Background: an optimization exercise with open tools, aiming at small area, a short achievable clock period and few clock cycles per item. Do not read the settings as production practice.
In this exercise RTL edits were held to simulation tests only and were not proved equivalent to the original.

**flow/config.mk**
```make
export PLATFORM = sky130hd
export DESIGN_NAME = row_activity_bound_checker
export DESIGN_NICKNAME = row_activity_bound_checker
export VERILOG_FILES = /design/flow/design.v
export SDC_FILE = /design/flow/constraint.sdc
export NUM_CORES = 4
export LEC_CHECK = 0
export CAP_MARGIN = 20
export CORE_MARGIN = 2
export CORE_UTILIZATION = 40
export SLEW_MARGIN = 20
```
**flow/constraint.sdc**
```tcl
create_clock -name core_clock -period 10.0 [get_ports {clock}]
set_input_delay 2.0000 -clock core_clock [delete_from_list [all_inputs] [get_ports {clock}]]
set_output_delay 2.0000 -clock core_clock [all_outputs]
set_load 0.01 [all_outputs]
```
**flow/design.v**
```verilog
package rabc_pkg;
   localparam int FRACTION_BITS = 16;
   localparam int QUEUE_DEPTH = 4;
   localparam logic [1:0] VERDICT_KEEP       = 2'd0;
   localparam logic [1:0] VERDICT_REDUNDANT  = 2'd1;
   localparam logic [1:0] VERDICT_INFEASIBLE = 2'd2;
   localparam int TERM_W = 197;
endpackage
module rabc_front #(
   parameter int QUEUE_DEPTH = rabc_pkg::QUEUE_DEPTH
) (
   input  logic                             clock,
   input  logic                             reset,
   input  logic                             req_valid,
   output logic                             req_ready,
   input  logic signed [31:0]               req_coefficient,
   input  logic signed [31:0]               req_var_low,
   input  logic                             req_var_low_infinite,
   input  logic signed [31:0]               req_var_high,
   input  logic                             req_var_high_infinite,
   input  logic signed [31:0]               req_row_low,
   input  logic                             req_row_low_infinite,
   input  logic signed [31:0]               req_row_high,
   input  logic                             req_row_high_infinite,
   input  logic                             req_last_term,
   input  logic [15:0]                      tolerance,
   input  logic [$clog2(QUEUE_DEPTH+1)-1:0] queue_count,
   output logic                             push,
   output logic [rabc_pkg::TERM_W-1:0]      push_term
);
   localparam int CNT_W = $clog2(QUEUE_DEPTH + 1);
   logic               s1_valid_ff, s1_valid_in;
   logic signed [31:0] s1_coef_ff, s1_coef_in;
   logic signed [31:0] s1_min_b_ff, s1_min_b_in;
   logic signed [31:0] s1_max_b_ff, s1_max_b_in;
   logic               s1_min_inf_ff, s1_min_inf_in;
   logic               s1_max_inf_ff, s1_max_inf_in;
   logic signed [31:0] s1_row_low_ff;
   logic               s1_row_low_inf_ff;
   logic signed [31:0] s1_row_high_ff;
   logic               s1_row_high_inf_ff;
   logic               s1_last_ff;
   logic               s2_valid_ff;
   logic [rabc_pkg::TERM_W-1:0] s2_term_ff, s2_term_in;
   logic signed [63:0] min_product, max_product;
   logic [32:0]        magnitude;
   logic               significant;
   logic               positive;
   logic [CNT_W+1:0]   occupancy;
   logic               accept;
   assign occupancy = (CNT_W+2)'(queue_count) + (CNT_W+2)'(s1_valid_ff)
                      + (CNT_W+2)'(s2_valid_ff);
   assign req_ready = occupancy < (CNT_W+2)'(QUEUE_DEPTH);
   assign accept = req_valid && req_ready;
   always_comb begin
      magnitude = req_coefficient[31] ? (33'd0 - 33'(req_coefficient))
                                      : 33'(req_coefficient);
      significant = magnitude > 33'(tolerance);
      positive = !req_coefficient[31];
      s1_valid_in = accept;
      s1_coef_in = req_coefficient;
      s1_min_inf_in = significant && (positive ? req_var_low_infinite
                                               : req_var_high_infinite);
      s1_max_inf_in = significant && (positive ? req_var_high_infinite
                                               : req_var_low_infinite);
      s1_min_b_in = '0;
      if (significant && !s1_min_inf_in) begin
         s1_min_b_in = positive ? req_var_low : req_var_high;
      end
      s1_max_b_in = '0;
      if (significant && !s1_max_inf_in) begin
         s1_max_b_in = positive ? req_var_high : req_var_low;
      end
   end
   always_comb begin
      min_product = 64'(s1_coef_ff) * 64'(s1_min_b_ff);
      max_product = 64'(s1_coef_ff) * 64'(s1_max_b_ff);
      s2_term_in  = {min_product, s1_min_inf_ff, max_product, s1_max_inf_ff,
                     s1_row_low_ff, s1_row_low_inf_ff, s1_row_high_ff, s1_row_high_inf_ff,
                     s1_last_ff};
   end
   always_ff @(posedge clock) begin
      if (reset) begin
         s1_valid_ff <= 1'b0;
         s2_valid_ff <= 1'b0;
      end else begin
         s1_valid_ff <= s1_valid_in;
         s2_valid_ff <= s1_valid_ff;
      end
      if (accept) begin
         s1_coef_ff         <= s1_coef_in;
         s1_min_b_ff        <= s1_min_b_in;
         s1_max_b_ff        <= s1_max_b_in;
         s1_min_inf_ff      <= s1_min_inf_in;
         s1_max_inf_ff      <= s1_max_inf_in;
         s1_row_low_ff      <= req_row_low;
         s1_row_low_inf_ff  <= req_row_low_infinite;
         s1_row_high_ff     <= req_row_high;
         s1_row_high_inf_ff <= req_row_high_infinite;
         s1_last_ff         <= req_last_term;
      end
      if (s1_valid_ff) begin
         s2_term_ff <= s2_term_in;
      end
   end
   assign push      = s2_valid_ff;
   assign push_term = s2_term_ff;
endmodule
module rabc_queue #(
   parameter int QUEUE_DEPTH = rabc_pkg::QUEUE_DEPTH
) (
   input  logic                             clock,
   input  logic                             reset,
   input  logic                             push,
   input  logic [rabc_pkg::TERM_W-1:0] push_term,
   input  logic                             pop,
   output logic [rabc_pkg::TERM_W-1:0] head_term,
   output logic                             empty,
   output logic [$clog2(QUEUE_DEPTH+1)-1:0] count
);
   localparam int CNT_W = $clog2(QUEUE_DEPTH + 1);
   localparam int PTR_W = (QUEUE_DEPTH > 1) ? $clog2(QUEUE_DEPTH) : 1;
   logic [rabc_pkg::TERM_W-1:0] entry_ff [QUEUE_DEPTH];
   logic [PTR_W-1:0] wr_ptr_ff, wr_ptr_in;
   logic [PTR_W-1:0] rd_ptr_ff, rd_ptr_in;
   logic [CNT_W-1:0] count_ff, count_in;
   always_comb begin
      wr_ptr_in = wr_ptr_ff;
      rd_ptr_in = rd_ptr_ff;
      count_in  = count_ff;
      if (push) begin
         wr_ptr_in = (wr_ptr_ff == PTR_W'(QUEUE_DEPTH - 1)) ? '0 : wr_ptr_ff + 1'b1;
      end
      if (pop) begin
         rd_ptr_in = (rd_ptr_ff == PTR_W'(QUEUE_DEPTH - 1)) ? '0 : rd_ptr_ff + 1'b1;
      end
      if (push && !pop) begin
         count_in = count_ff + 1'b1;
      end else if (pop && !push) begin
         count_in = count_ff - 1'b1;
      end
   end
   always_ff @(posedge clock) begin
      if (reset) begin
         wr_ptr_ff <= '0;
         rd_ptr_ff <= '0;
         count_ff  <= '0;
      end else begin
         wr_ptr_ff <= wr_ptr_in;
         rd_ptr_ff <= rd_ptr_in;
         count_ff  <= count_in;
      end
      if (push) begin
         entry_ff[wr_ptr_ff] <= push_term;
      end
   end
   assign head_term = entry_ff[rd_ptr_ff];
   assign empty     = (count_ff == '0);
   assign count     = count_ff;
endmodule
module rabc_back (
   input  logic                        clock,
   input  logic                        reset,
   input  logic [rabc_pkg::TERM_W-1:0] head_term,
   input  logic                        empty,
   output logic                        pop,
   input  logic [15:0]                 tolerance,
   output logic                        rsp_valid,
   input  logic                        rsp_ready,
   output logic signed [63:0]          rsp_least_activity,
   output logic                        rsp_min_unbounded,
   output logic signed [63:0]          rsp_greatest_activity,
   output logic                        rsp_max_unbounded,
   output logic [1:0]                  rsp_verdict
);
   logic signed [63:0] head_min_product, head_max_product;
   logic               head_min_infinite, head_max_infinite;
   logic signed [31:0] head_row_low, head_row_high;
   logic               head_row_low_infinite, head_row_high_infinite;
   logic               head_last_term;
   assign {head_min_product, head_min_infinite, head_max_product, head_max_infinite,
           head_row_low, head_row_low_infinite, head_row_high, head_row_high_infinite,
           head_last_term} = head_term;
   logic signed [63:0] min_sum_ff, min_sum_in;
   logic signed [63:0] max_sum_ff, max_sum_in;
   logic               min_unb_ff, min_unb_in;
   logic               max_unb_ff, max_unb_in;
   logic               snap_valid_ff, snap_valid_in;
   logic signed [63:0] snap_least_ff, snap_least_in;
   logic               snap_min_unb_ff;
   logic signed [63:0] snap_greatest_ff, snap_greatest_in;
   logic               snap_max_unb_ff;
   logic signed [31:0] snap_row_low_ff;
   logic               snap_row_low_inf_ff;
   logic signed [31:0] snap_row_high_ff;
   logic               snap_row_high_inf_ff;
   logic               rsp_valid_ff, rsp_valid_in;
   logic signed [63:0] rsp_least_ff;
   logic               rsp_min_unb_ff;
   logic signed [63:0] rsp_greatest_ff;
   logic               rsp_max_unb_ff;
   logic [1:0]         rsp_verdict_ff, rsp_verdict_in;
   logic               snap_move;
   logic               snap_free;
   logic signed [65:0] lo_w, hi_w, eps_w, hi_pe, lo_me, min_w, max_w;
   logic               infeasible, lower_ok, upper_ok;
   function automatic logic signed [63:0] sat_add(input logic signed [63:0] a,
                                                  input logic signed [63:0] b);
      logic signed [63:0] s;
      s = a + b;
      if (a[63] == b[63] && s[63] != a[63]) begin
         s = a[63] ? {1'b1, 63'd0} : {1'b0, {63{1'b1}}};
      end
      sat_add = s;
   endfunction
   assign snap_move = snap_valid_ff && (!rsp_valid_ff || rsp_ready);
   assign snap_free = !snap_valid_ff || snap_move;
   assign pop       = !empty && (!head_last_term || snap_free);
   always_comb begin
      min_unb_in = min_unb_ff || head_min_infinite;
      max_unb_in = max_unb_ff || head_max_infinite;
      min_sum_in = min_unb_in ? min_sum_ff : sat_add(min_sum_ff, head_min_product);
      max_sum_in = max_unb_in ? max_sum_ff : sat_add(max_sum_ff, head_max_product);
      snap_least_in    = min_unb_in ? '0 : min_sum_in;
      snap_greatest_in = max_unb_in ? '0 : max_sum_in;
      snap_valid_in = snap_valid_ff;
      if (snap_move) begin
         snap_valid_in = 1'b0;
      end
      if (pop && head_last_term) begin
         snap_valid_in = 1'b1;
      end
   end
   always_comb begin
      lo_w  = 66'(snap_row_low_ff) <<< rabc_pkg::FRACTION_BITS;
      hi_w  = 66'(snap_row_high_ff) <<< rabc_pkg::FRACTION_BITS;
      eps_w = 66'(tolerance) << rabc_pkg::FRACTION_BITS;
      hi_pe = hi_w + eps_w;
      lo_me = lo_w - eps_w;
      min_w = 66'(snap_least_ff);
      max_w = 66'(snap_greatest_ff);
      infeasible = (!snap_row_low_inf_ff && !snap_row_high_inf_ff && lo_w > hi_pe)
                   || (!snap_min_unb_ff && !snap_row_high_inf_ff && min_w > hi_pe)
                   || (!snap_max_unb_ff && !snap_row_low_inf_ff && max_w < lo_me);
      lower_ok = snap_row_low_inf_ff || (!snap_min_unb_ff && min_w >= lo_me);
      upper_ok = snap_row_high_inf_ff || (!snap_max_unb_ff && max_w <= hi_pe);
      if (infeasible) begin
         rsp_verdict_in = rabc_pkg::VERDICT_INFEASIBLE;
      end else if (lower_ok && upper_ok) begin
         rsp_verdict_in = rabc_pkg::VERDICT_REDUNDANT;
      end else begin
         rsp_verdict_in = rabc_pkg::VERDICT_KEEP;
      end
      rsp_valid_in = rsp_valid_ff;
      if (rsp_valid_ff && rsp_ready) begin
         rsp_valid_in = 1'b0;
      end
      if (snap_move) begin
         rsp_valid_in = 1'b1;
      end
   end
   always_ff @(posedge clock) begin
      if (reset) begin
         min_sum_ff    <= '0;
         max_sum_ff    <= '0;
         min_unb_ff    <= 1'b0;
         max_unb_ff    <= 1'b0;
         snap_valid_ff <= 1'b0;
         rsp_valid_ff  <= 1'b0;
      end else begin
         if (pop) begin
            if (head_last_term) begin
               min_sum_ff <= '0;
               max_sum_ff <= '0;
               min_unb_ff <= 1'b0;
               max_unb_ff <= 1'b0;
            end else begin
               min_sum_ff <= min_sum_in;
               max_sum_ff <= max_sum_in;
               min_unb_ff <= min_unb_in;
               max_unb_ff <= max_unb_in;
            end
         end
         snap_valid_ff <= snap_valid_in;
         rsp_valid_ff  <= rsp_valid_in;
      end
      if (pop && head_last_term) begin
         snap_least_ff        <= snap_least_in;
         snap_min_unb_ff      <= min_unb_in;
         snap_greatest_ff     <= snap_greatest_in;
         snap_max_unb_ff      <= max_unb_in;
         snap_row_low_ff      <= head_row_low;
         snap_row_low_inf_ff  <= head_row_low_infinite;
         snap_row_high_ff     <= head_row_high;
         snap_row_high_inf_ff <= head_row_high_infinite;
      end
      if (snap_move) begin
         rsp_least_ff    <= snap_least_ff;
         rsp_min_unb_ff  <= snap_min_unb_ff;
         rsp_greatest_ff <= snap_greatest_ff;
         rsp_max_unb_ff  <= snap_max_unb_ff;
         rsp_verdict_ff  <= rsp_verdict_in;
      end
   end
   assign rsp_valid             = rsp_valid_ff;
   assign rsp_least_activity    = rsp_least_ff;
   assign rsp_min_unbounded     = rsp_min_unb_ff;
   assign rsp_greatest_activity = rsp_greatest_ff;
   assign rsp_max_unbounded     = rsp_max_unb_ff;
   assign rsp_verdict           = rsp_verdict_ff;
endmodule
module row_activity_bound_checker #(
   parameter int QUEUE_DEPTH = rabc_pkg::QUEUE_DEPTH
) (
   input  logic        clock,
   input  logic        reset,
   input  logic        req_valid,
   output logic        req_ready,
   input  logic [31:0] req_coefficient,
   input  logic [31:0] req_var_low,
   input  logic        req_var_low_infinite,
   input  logic [31:0] req_var_high,
   input  logic        req_var_high_infinite,
   input  logic [31:0] req_row_low,
   input  logic        req_row_low_infinite,
   input  logic [31:0] req_row_high,
   input  logic        req_row_high_infinite,
   input  logic        req_last_term,
   output logic        rsp_valid,
   input  logic        rsp_ready,
   output logic [63:0] rsp_least_activity,
   output logic        rsp_min_unbounded,
   output logic [63:0] rsp_greatest_activity,
   output logic        rsp_max_unbounded,
   output logic [1:0]  rsp_verdict,
   input  logic        csr_write_en,
   input  logic [15:0] csr_write_data
);
   localparam int CNT_W = $clog2(QUEUE_DEPTH + 1);
   logic [15:0]      tolerance_ff;
   logic             push;
   logic [rabc_pkg::TERM_W-1:0] push_term;
   logic [rabc_pkg::TERM_W-1:0] head_term;
   logic             queue_empty;
   logic             pop;
   logic [CNT_W-1:0] queue_count;
   always_ff @(posedge clock) begin
      if (reset) begin
         tolerance_ff <= 16'd1;
      end else if (csr_write_en) begin
         tolerance_ff <= csr_write_data;
      end
   end
   rabc_front #(
      .QUEUE_DEPTH (QUEUE_DEPTH)
   ) u_front (
      .clock       (clock),
      .reset       (reset),
      .req_valid   (req_valid),
      .req_ready   (req_ready),
      .req_coefficient       (req_coefficient),
      .req_var_low           (req_var_low),
      .req_var_low_infinite  (req_var_low_infinite),
      .req_var_high          (req_var_high),
      .req_var_high_infinite (req_var_high_infinite),
      .req_row_low           (req_row_low),
      .req_row_low_infinite  (req_row_low_infinite),
      .req_row_high          (req_row_high),
      .req_row_high_infinite (req_row_high_infinite),
      .req_last_term         (req_last_term),
      .tolerance   (tolerance_ff),
      .queue_count (queue_count),
      .push        (push),
      .push_term   (push_term)
   );
   rabc_queue #(
      .QUEUE_DEPTH (QUEUE_DEPTH)
   ) u_queue (
      .clock     (clock),
      .reset     (reset),
      .push      (push),
      .push_term (push_term),
      .pop       (pop),
      .head_term (head_term),
      .empty     (queue_empty),
      .count     (queue_count)
   );
   rabc_back u_back (
      .clock     (clock),
      .reset     (reset),
      .head_term (head_term),
      .empty     (queue_empty),
      .pop       (pop),
      .tolerance (tolerance_ff),
      .rsp_valid (rsp_valid),
      .rsp_ready (rsp_ready),
      .rsp_least_activity    (rsp_least_activity),
      .rsp_min_unbounded     (rsp_min_unbounded),
      .rsp_greatest_activity (rsp_greatest_activity),
      .rsp_max_unbounded     (rsp_max_unbounded),
      .rsp_verdict           (rsp_verdict)
   );
endmodule
```
**flow/run.sh**
```bash
#!/bin/bash
# synth_recipe.tcl (not shown) runs the flow's synth.tcl, then flattens the netlist and writes it again
# the make line also repeats each setting of config.mk as NAME=value (left out here)
make -C /OpenROAD-flow-scripts/flow DESIGN_CONFIG=/design/flow/config.mk WORK_HOME=/design/flow/orfs CLKGATE_MAP_FILE= SYNTH_SCRIPT=/design/flow/synth_recipe.tcl finish
```
==> run summary <==
The synthesized netlist contains 93 unique library cells. The number of violations reported at the end of detailed-routing iteration 0 came out at 7757. After clock tree synthesis, the clock-pin slew on the worst setup and hold paths is 0.06 ns.

Final worst setup slack: 0.625 ns. TritonCTS built the clock tree. Adding up every negative setup slack in the final design gives 0 ns.

For the worst clock skew, the log shows 0.109 ns. The required time at the worst-slack endpoint came out at 10.59 ns. The largest driver fanout on the critical path was 24.

The tools report the capture point of the critical path as u_front.s2_term_ff[195]. The root buffer cell chosen for the clock tree is clkbuf_16. The logs give 0.350 ns for the worst hold slack and 0 for the reported max-cap violation count.

For this run, asynchronously set or reset flops after synthesis account for 0%. Based on the critical path, the design can be clocked at up to 107 MHz. For the hold buffer count at CTS, the log shows 0.

The part of the cycle the worst path needs came out at 93.8%. The total routed wirelength came out at 412000 um. Tracing the worst setup path back leads to its startpoint at u_front.s1_min_b_ff[10].

The tightest min-delay check is of the flop to flop type. Of the synthesized area, sequential elements account for 33.2%. In this run the register-to-register setup slack is 0.62 ns. Setup repair after global routing left no endpoint under its margin. The logs give 0 for the final count of pins violating max slew and 19.7% for the headroom to the max-slew limit.

Port buffering added 319 buffers. For the data arrival time of the critical path, the log shows 9.97 ns. CTS buffer count: 185.

Most common library cell in the layout ignoring fill and taps: fa_1. The tools report the first-pass iteration count of the detailed router as 5. The final instance area was 159000 sq um; the post-synthesis cell count was 12400. The worst setup path is launched from a flop. The run gives 131 as the pin count of the biggest net entering global routing.

The critical path endpoint category was a flop. The register bit total from synthesis was 1637. Cells with a size suffix above 1 make up 6.46% of the layout. The setup slack after placement was 0.842 ns; the count of cells along the worst register-to-register path was 25. The area of the die was 363000 sq um. The type of the worst setup path was flop to flop. The primary flip-flop cell chosen by synthesis mapping is edfxtp_1.

The instance area at placement came out at 152000 sq um. For this run, design rule violations remaining after detail routing come to 0. After clock tree synthesis, the repair step resized 0 gates.

In the layout the commonest cells are fa_1 (2171), inv_1 (1987), edfxtp_1 (1478). In the final routed layout, each cell accounts on average for 23.7 um. The time the final worst path needs with I/O delays and setup was 9.38 ns; the routability-driven placement congestion ratio was 0.958.

The tools report the final number of setup-violating endpoints as 0. The maximum level of the CTS H-tree is 4, and the clock sink count is 1637. The complex-gate fraction of the synthesized area is 5.82%, and the buffer levels on the longest clock path is 4. For the initial antenna violation count, the log shows 34. Once detailed placement completed, the half-perimeter wirelength came to 315000 um.

The initial utilization of the core area, before any placement, comes to 40.2%. The critical register-to-register path endpoint was u_front.s2_term_ff[195]. Top-level port count: 320. For the number of buffers inserted to repair setup after CTS, the log shows 0. The number of nets in the synthesized netlist is 15500. For this run, the post-layout net count is 15600.

The tools report the mapped cell area as 143000 sq um. By instance count, the cell type seen most on the critical path is fa_1. After Yosys synthesis, XOR and XNOR cells account for 2.04% of the synthesized area.

Counting both buffers and inverters, the worst setup path holds a total of 4. The startpoint identified for the worst register-to-register timing path is u_front.s1_min_b_ff[10]. The synthesized netlist devotes 37.1% of its cell area to adder and majority cells. The number of warnings reported in the yosys synthesis log is 4. The slowest cell on the critical path is edfxtp_1. For the number of hold-slack violations in the final timing report, the log shows 0. At the later pin of the worst-skew pair, clock insertion delay measures 0.92 ns.

The standard cell core area was 356000 sq um. Among cell families on the critical path, the largest total delay comes from adder cells. The global-route wire length before repair was 626000 um; the number of placed instances with taps included was 17100. The run gives 0 as the global route total overflow.

For this run, the share of the core covered by cells in the final layout is 44.6%. After Yosys synthesis, and, or, nand and nor cells account for 11.2% of the synthesized area. For this block, the via count after detailed routing is 92000.

In this run the core area contains 219 standard-cell rows. The proportion of synthesized area in mux cells is 3.74%. By area, the combinational part of the netlist is dominated by adder cells. The vertical die dimension works out to 602 um. In this run, synthesis inferred 1478 flip-flops with an integrated enable.

At the pin with the least slew margin, the transition time is 1.21 ns. The post-synthesis area per instance is 11.6 sq um. The number of global-route vias before repair was 96600; the total track usage was 23.0%.

The logic depth of the worst setup path including buffers was 25; the average via count per standard cell was 5.28. The flow ran to the end and the layout has no timing, DRC or antenna violations. The remaining antenna violation count after routing was 0; the post-synthesis to final-layout area growth was 10.8%.

The die width is 602 um, and the filler-free cell count of the finished design is 17400. For this run, the slowest stage of the critical path takes 1.06 ns.
## sequential cells by signal, summed over array words and instances, names as in the netlist, 64 cells and up, named ones only
register / count
u_back.min_sum_ff: 64
u_back.max_sum_ff: 64
u_back.rsp_least_ff: 64
u_back.snap_greatest_ff: 64
u_queue.entry_ff: 788
u_back.snap_least_ff: 64
u_back.rsp_greatest_ff: 64
u_front.s2_term_ff: 197
## worst min path at each step
| stage | startpoint | end | slack, ns | cells after the start |
|---|---|---|---|---|
| 2_1_floorplan | u_front.s1_last_ff | u_front.s2_term_ff[0] | 0.40 | 0 |
| 3_3_place_gp | u_front.s1_row_low_ff[9] | u_front.s2_term_ff[44] | 0.40 | 0 |
| 3_5_place_dp | u_front.s1_min_inf_ff | u_front.s2_term_ff[132] | 0.40 | 0 |
| 4_1_cts | u_front.s1_row_high_inf_ff | u_front.s2_term_ff[1] | 0.35 | 0 |
| 5_1_grt | u_front.s1_row_high_inf_ff | u_front.s2_term_ff[1] | 0.36 | 0 |
| 6_report | u_front.s1_row_high_inf_ff | u_front.s2_term_ff[1] | 0.35 | 0 |
## metal layers
| metal | vias to the layer above | GRT usage [%] | wire [um] |
|---|---|---|---|
| met1 | 47700 | 32.3 | 178000 |
| met5 | - | 0 | 0 |
| met4 | 0 | 9.28 | 18900 |
| met2 | 3292 | 35.8 | 184000 |
| met3 | 616 | 3.61 | 30500 |
| li1 | 40300 | - | - |
## kinds of logic after synthesis
kind of cell | after synthesis
buffers and inverters | 2602
AO/OA/AOI/OAI | 1314
adder cells (fa/ha/maj) | 2946
multiplexers | 289
XOR/XNOR | 334
flip-flops | 1637
AND/OR/NAND/NOR | 3237
## final cells by class
cell class                 count  area (sq um)
antenna                       13          32.5
clock buffer                 225          4920
clock inverter               115          1400
fill                       32700        197000
inverter                    1987          7460
multi-input combinational   8120         85900
sequential                  1637         47600
tap                         4751          5940
timing repair buffer         569          5450
## synthesized netlist by cell type (all sizes together), types with 8 or more instances
cell type | instances | area [sq um]
ha | 775 | 9700
a21oi | 436 | 2180
edfxtp | 1478 | 44400
a31oi | 36 | 225
mux2i | 90 | 901
o21a | 34 | 255
dfxtp | 159 | 3180
and2 | 1058 | 6620
nor2b | 50 | 313
a221oi | 18 | 164
xor2 | 126 | 1100
buf | 64 | 298
a2111oi | 9 | 93.8
a31o | 9 | 78.8
or2 | 13 | 81.3
nand3 | 76 | 380
o31ai | 19 | 143
nor2 | 446 | 1700
a22oi | 30 | 225
o21bai | 59 | 443
mux4 | 197 | 4440
nor3 | 66 | 330
fa | 2171 | 43500
a211oi | 28 | 215
o211ai | 22 | 165
and4 | 11 | 97.6
clkbuf | 551 | 2080
and3 | 32 | 200
nor4 | 23 | 159
nand2 | 1254 | 4720
a21o | 251 | 1890
nand4 | 111 | 701
a21boi | 11 | 82.6
o21ai | 254 | 1280
inv | 1987 | 7460
or3 | 21 | 136
nand2b | 48 | 300
xnor2 | 208 | 1820
a41oi | 9 | 78.8
o31a | 8 | 72.6
a22o | 18 | 158
Testbench counts, summed over its fixed seeds: cycles 24,086, terms 24,046.

[re-timing with driven ports]
Ports are ideal in the flow. The routed layout listed here was re-timed in OpenROAD.
Step 1: set_driving_cell puts a clkbuf_16 on clock and a buf_2 on each other input, an assumption about the parent block.
Step 2 adds t to the input delays and takes it off the output delays; t is the mean of the earliest and latest rising clock arrival at the registers after step 1. Input paths then give back, and output paths get back, about the clock's delay inside the block.
Slacks: ideal ports / drivers / drivers and shift; pairs: ideal ports / drivers.
t (ns): 0.970
setup slack, ns: 0.624 / 0.624 / 0.624
worst setup path after step 2: register to register
worst register clock-pin slew, ns: 0.07 / 0.07
After both steps this run still meets setup and hold. The setup slack of this run moves by 0.000 ns with the drivers and by 0.000 ns with both steps.
